What follows belongs to an exercise in optimizing a design on an open flow for small area, a short achievable clock period and few clock cycles per item; a production flow would make more cautious choices. In this exercise RTL edits were held to simulation tests only and were not proved equivalent to the original. No activity file was given, so power comes from the tool's default toggle rates.

==> flow/design.v <==
`timescale 1ns/1ps
`default_nettype none
module env_step_top (
    input  wire         i_clk,
    input  wire         i_rstn,
    input  wire  [31:0] i_mem_rdata,
    output logic [5:0]  o_mem_addr,
    output logic [31:0] o_mem_wdata,
    output logic        o_mem_we
);
    localparam logic [5:0] ACT_ADDR  = 6'd16;
    localparam logic [5:0] FLAG_ADDR = 6'd17;
    localparam logic [5:0] OBS_ADDR  = 6'd18;
    localparam logic [5:0] RWD_ADDR  = 6'd34;
    localparam logic [5:0] DONE_ADDR = 6'd35;
    localparam logic [3:0] S_POLLA0  = 4'd7;  
    localparam logic [3:0] S_POLLF   = 4'd1;  
    localparam logic [3:0] S_POLLA   = 4'd2;  
    localparam logic [3:0] S_LOAD    = 4'd3;  
    localparam logic [3:0] S_WRITE   = 4'd4;  
    localparam logic [3:0] S_RWD     = 4'd5;
    localparam logic [3:0] S_DONE    = 4'd6;
    localparam logic [3:0] S_CLEAR   = 4'd0;
    localparam logic [3:0] S_RA      = 4'd8;   
    localparam logic [3:0] S_RB      = 4'd9;   
    localparam logic [3:0] S_RESTART = 4'd10;  
    logic [31:0] ring [16];
    logic [15:0] v1;        
    logic [31:0] w;         
    logic [15:0] ad;        
    logic [15:0] oh;        
    logic [15:0] oh_nxt;    
    logic [15:0] oh_nxt2;   
    logic        act_q;     
    logic        w_step_q;  
    logic        verify_q;  
    logic [3:0]  ph;
    logic [3:0]  st;
    logic [3:0]  cnt;
    logic        loaded;    
    logic        ins;       
    logic [5:0]  addr_q;
    logic        we_q;
    assign o_mem_addr  = addr_q;
    assign o_mem_wdata = w;
    assign o_mem_we    = we_q;
    function automatic logic [15:0] inc16(input logic [15:0] x);
        for (int i = 0; i < 16; i++) inc16[i] = x[i] ^ (&(x | ~((16'd1 << i) - 16'd1)));
    endfunction
    function automatic logic [15:0] dec16(input logic [15:0] x);
        for (int i = 0; i < 16; i++) dec16[i] = x[i] ^ (&(~x | ~((16'd1 << i) - 16'd1)));
    endfunction
    logic               act;   
    logic [15:0]        pos_n;
    logic signed [15:0] wpos;
    logic               wdone;
    logic               flag_set, reload, mismatch, keep;
    logic               load_ad;   
    logic [15:0]        ad_n;
    logic [31:0]        rwd_word, w_other;
    always_comb begin
        for (int i = 0; i < 16; i++) begin
            oh[i]      = oh_nxt[(i + 1) % 16];
            oh_nxt2[i] = oh_nxt[(i + 15) % 16];
        end
    end
    assign act   = load_ad ? |(oh_nxt & i_mem_rdata[15:0]) : act_q;
    assign pos_n = ring[0][31:16] + v1;
    assign wpos  = w[31:16];
    assign wdone = (wpos > 16'sd1000) || (wpos < -16'sd1000);
    assign flag_set = (i_mem_rdata != '0);
    assign reload   = (i_mem_rdata == 32'd2) || !loaded;
    assign mismatch = verify_q && (i_mem_rdata[15:0] != ad);
    assign keep     = (st == S_WRITE) && !mismatch;  
    always_comb begin
        ad_n = ad;
        for (int i = 0; i < 16; i++) begin
            if (st == S_WRITE && oh[(i + 1) % 16]) ad_n[i] = wdone;
        end
    end
    always_comb begin
        rwd_word = '0;
        for (int i = 0; i < 16; i++) rwd_word[2*i] = ~ad_n[i];
    end
    always_comb begin
        if (st == S_WRITE)    w_other = rwd_word;
        else if (st == S_RWD) w_other = {16'd0, ad};
        else                  w_other = '0;
    end
    always_ff @(posedge i_clk) begin
        for (int j = 0; j < 16; j++) ring[j] <= ring[(j + 1) % 16];
        if (ins)  ring[1]  <= i_mem_rdata;
        if (keep) ring[14] <= w;
        v1 <= act ? inc16(ring[1][15:0]) : dec16(ring[1][15:0]);
        act_q <= |(oh_nxt2 & (load_ad ? i_mem_rdata[15:0] : ad));
        for (int i = 0; i < 16; i++) oh_nxt[i] <= (ph == 4'((i + 14) % 16));
        if (load_ad) ad <= i_mem_rdata[15:0];
        else         ad <= ad_n;
        if (w_step_q) w <= {pos_n, v1};
        else          w <= w_other;
    end
    logic [3:0] st_n;
    logic [3:0] cnt_n;
    logic [5:0] addr_n;
    logic       we_n;
    always_comb begin
        st_n   = st;
        cnt_n  = cnt + 4'd1;
        addr_n = ACT_ADDR;
        we_n   = 1'b0;
        case (st)
            S_POLLA0: begin
                st_n   = S_POLLF;
                addr_n = FLAG_ADDR;
            end
            S_POLLF: begin
                st_n   = S_POLLA;
                addr_n = ACT_ADDR;
            end
            S_POLLA: begin
                if (!flag_set) begin
                    st_n   = S_POLLF;
                    addr_n = FLAG_ADDR;
                end else if (reload) begin
                    st_n   = S_LOAD;
                    cnt_n  = '0;
                    addr_n = {2'b00, ph + 4'd4};
                end else begin
                    st_n   = S_WRITE;
                    cnt_n  = '0;
                    addr_n = OBS_ADDR + {2'b00, ph};
                    we_n   = 1'b1;
                end
            end
            S_LOAD: begin
                addr_n = {2'b00, ph + 4'd4};
                if (cnt == 4'd15) begin
                    st_n   = S_WRITE;
                    addr_n = OBS_ADDR + {2'b00, ph};
                    we_n   = 1'b1;
                end
            end
            S_RA: begin
                st_n = S_RB;
            end
            S_RB: begin
                st_n = S_RESTART;
            end
            S_RESTART: begin
                st_n   = S_WRITE;
                cnt_n  = '0;
                addr_n = OBS_ADDR + {2'b00, ph};
                we_n   = 1'b1;
            end
            S_WRITE: begin
                addr_n = OBS_ADDR + {2'b00, ph};
                we_n   = 1'b1;
                if (mismatch) begin
                    st_n   = S_RA;
                    addr_n = ACT_ADDR;
                    we_n   = 1'b0;
                end else if (cnt == 4'd15) begin
                    st_n   = S_RWD;
                    addr_n = RWD_ADDR;
                end
            end
            S_RWD: begin
                st_n   = S_DONE;
                addr_n = DONE_ADDR;
                we_n   = 1'b1;
            end
            S_DONE: begin
                st_n   = S_CLEAR;
                addr_n = FLAG_ADDR;
                we_n   = 1'b1;
            end
            default: begin  
                st_n   = S_POLLA0;
                addr_n = ACT_ADDR;
            end
        endcase
    end
    always_ff @(posedge i_clk) begin
        cnt      <= cnt_n;
        addr_q   <= addr_n;
        ins      <= (st == S_LOAD);
        load_ad  <= (st_n == S_POLLF) || (st_n == S_LOAD && cnt_n == 4'd0) || (st_n == S_RB);
        verify_q <= (st == S_POLLA) && flag_set && !reload;
        w_step_q <= !((st == S_WRITE && cnt >= 4'd14) || st == S_RWD);
    end
    always_ff @(posedge i_clk or negedge i_rstn) begin
        if (!i_rstn) begin
            st     <= S_CLEAR;
            ph     <= '0;
            loaded <= 1'b0;
            we_q   <= 1'b0;
        end else begin
            st   <= st_n;
            ph   <= ph + 4'd1;
            we_q <= we_n;
            if (st == S_LOAD && cnt == 4'd15) loaded <= 1'b1;
        end
    end
endmodule
`default_nettype wire
export LEC_CHECK = 0
export ABC_AREA = 1
export CAP_MARGIN = 20
export CORE_MARGIN = 2
export CORE_UTILIZATION = 40
export CTS_CLUSTER_DIAMETER = 80
export CTS_CLUSTER_SIZE = 30
export SETUP_SLACK_MARGIN = 2.3
export SLEW_MARGIN = 20
create_clock -name core_clock -period 4.5 [get_ports {i_clk}]
run.sh (not shown) runs the stock make flow with config.mk's settings and CLKGATE_MAP_FILE= SYNTH_SCRIPT=/design/flow/synth_recipe.tcl, a recipe that flattens the netlist after the stock synthesis.
Testbench counts at the start, summed over its fixed seeds: cycles 38,280, steps 1,600.
==> next run, changes <==
--- a/flow/design.v
+++ b/flow/design.v
@@ -22,18 +22,17 @@
     localparam logic [3:0] S_DONE    = 4'd6;
     localparam logic [3:0] S_CLEAR   = 4'd0;
     localparam logic [3:0] S_RA      = 4'd8;   
     localparam logic [3:0] S_RB      = 4'd9;   
     localparam logic [3:0] S_RESTART = 4'd10;  
     logic [31:0] ring [16];
-    logic [15:0] v1;        
+    logic [15:0] pv;        
     logic [31:0] w;         
     logic [15:0] ad;        
     logic [15:0] oh;        
     logic [15:0] oh_nxt;    
-    logic [15:0] oh_nxt2;   
     logic        act_q;     
     logic        w_step_q;  
     logic        verify_q;  
     logic [3:0]  ph;
     logic [3:0]  st;
     logic [3:0]  cnt;
@@ -41,40 +40,36 @@
     logic        ins;       
     logic [5:0]  addr_q;
     logic        we_q;
     assign o_mem_addr  = addr_q;
     assign o_mem_wdata = w;
     assign o_mem_we    = we_q;
-    function automatic logic [15:0] inc16(input logic [15:0] x);
-        for (int i = 0; i < 16; i++) inc16[i] = x[i] ^ (&(x | ~((16'd1 << i) - 16'd1)));
+    function automatic logic [15:0] step16(input logic [15:0] x, input logic a);
+        logic [15:0] y;
+        y = x ^ {16{~a}};
+        for (int i = 0; i < 16; i++) step16[i] = y[i] ^ (&(y | ~((16'd1 << i) - 16'd1))) ^ ~a;
     endfunction
-    function automatic logic [15:0] dec16(input logic [15:0] x);
-        for (int i = 0; i < 16; i++) dec16[i] = x[i] ^ (&(~x | ~((16'd1 << i) - 16'd1)));
-    endfunction
-    logic               act;   
-    logic [15:0]        pos_n;
+    logic [15:0]        vel_n, pos_n;
     logic signed [15:0] wpos;
     logic               wdone;
-    logic               flag_set, reload, mismatch, keep;
-    logic               load_ad;   
+    logic               flag_set, reload, mismatch, keep, load_ad;
     logic [15:0]        ad_n;
     logic [31:0]        rwd_word, w_other;
     always_comb begin
-        for (int i = 0; i < 16; i++) begin
-            oh[i]      = oh_nxt[(i + 1) % 16];
-            oh_nxt2[i] = oh_nxt[(i + 15) % 16];
-        end
+        for (int i = 0; i < 16; i++) oh[i]     = (ph == 4'(i));
+        for (int i = 0; i < 16; i++) oh_nxt[i] = (ph == 4'((i + 15) % 16));
     end
-    assign act   = load_ad ? |(oh_nxt & i_mem_rdata[15:0]) : act_q;
-    assign pos_n = ring[0][31:16] + v1;
+    assign vel_n = step16(ring[0][15:0], act_q);
+    assign pos_n = step16(pv, act_q);
     assign wpos  = w[31:16];
     assign wdone = (wpos > 16'sd1000) || (wpos < -16'sd1000);
     assign flag_set = (i_mem_rdata != '0);
     assign reload   = (i_mem_rdata == 32'd2) || !loaded;
     assign mismatch = verify_q && (i_mem_rdata[15:0] != ad);
     assign keep     = (st == S_WRITE) && !mismatch;  
+    assign load_ad  = (st == S_POLLF) || (st == S_LOAD && cnt == 4'd0) || (st == S_RB);
     always_comb begin
         ad_n = ad;
         for (int i = 0; i < 16; i++) begin
             if (st == S_WRITE && oh[(i + 1) % 16]) ad_n[i] = wdone;
         end
     end
@@ -88,18 +83,17 @@
         else                  w_other = '0;
     end
     always_ff @(posedge i_clk) begin
         for (int j = 0; j < 16; j++) ring[j] <= ring[(j + 1) % 16];
         if (ins)  ring[1]  <= i_mem_rdata;
         if (keep) ring[14] <= w;
-        v1 <= act ? inc16(ring[1][15:0]) : dec16(ring[1][15:0]);
-        act_q <= |(oh_nxt2 & (load_ad ? i_mem_rdata[15:0] : ad));
-        for (int i = 0; i < 16; i++) oh_nxt[i] <= (ph == 4'((i + 14) % 16));
+        pv <= ring[1][31:16] + ring[1][15:0];
         if (load_ad) ad <= i_mem_rdata[15:0];
         else         ad <= ad_n;
-        if (w_step_q) w <= {pos_n, v1};
+        act_q <= |(oh_nxt & (load_ad ? i_mem_rdata[15:0] : ad));
+        if (w_step_q) w <= {pos_n, vel_n};
         else          w <= w_other;
     end
     logic [3:0] st_n;
     logic [3:0] cnt_n;
     logic [5:0] addr_n;
     logic       we_n;
@@ -181,13 +175,12 @@
         endcase
     end
     always_ff @(posedge i_clk) begin
         cnt      <= cnt_n;
         addr_q   <= addr_n;
         ins      <= (st == S_LOAD);
-        load_ad  <= (st_n == S_POLLF) || (st_n == S_LOAD && cnt_n == 4'd0) || (st_n == S_RB);
         verify_q <= (st == S_POLLA) && flag_set && !reload;
         w_step_q <= !((st == S_WRITE && cnt >= 4'd14) || st == S_RWD);
     end
     always_ff @(posedge i_clk or negedge i_rstn) begin
         if (!i_rstn) begin
             st     <= S_CLEAR;
Effect: Count of clock-buffer cells in the layout went down by 4. Routed wire length went down by a few percent. Area after synthesis stays flat. Worst setup slack is better by 0.041 ns. Final area went down slightly. Utilization went down by 0.56 points. Sequential share of layout area went down by 0.58 points. Maximum frequency went up slightly. Clock power went down by a few percent. Final cell count went up slightly. Global-route usage went down by 0.45 points. Combinational power went up by about a fifth. Non-clock buffer count went down by 3.
Testbench counts after the change, summed over its fixed seeds: cycles 38,280, steps 1,600.

==> afterwards: timing with drivers on the ports <==
The flow's constraints put no driver on any port. The routed layouts listed below were extracted and timed again, unchanged, in two steps.
Step 1 (the two cells are an assumption about what drives the block):
set clk [get_ports {i_clk}]
set_driving_cell -lib_cell sky130_fd_sc_hd__clkbuf_16 $clk
set_driving_cell -lib_cell sky130_fd_sc_hd__buf_2 [delete_from_list [all_inputs] $clk]
Step 2 adds t to the input delays and takes it off the output delays; t is the mean of the earliest and latest rising clock arrival at the registers after step 1. Input paths then give back, and output paths get back, about the clock's delay inside the block.
Slacks: ideal ports / drivers / drivers and shift; pairs: ideal ports / drivers.
run | t (ns) | setup slack, ns | worst setup path at the end | latest minus earliest clock arrival (ns) | pins driven straight from the clock port
the first run | 0.625 | 2.301 / 2.286 / 1.667 | input to register | 0.020 / 0.020 | 1
the second run | 0.617 | 2.343 / 2.312 / 1.732 | input to register | 0.024 / 0.023 | 1
After both steps every run listed still meets setup and hold. For the first run, which loses most, drivers alone change the setup slack by -0.015 ns; drivers and shift together by -0.634 ns.
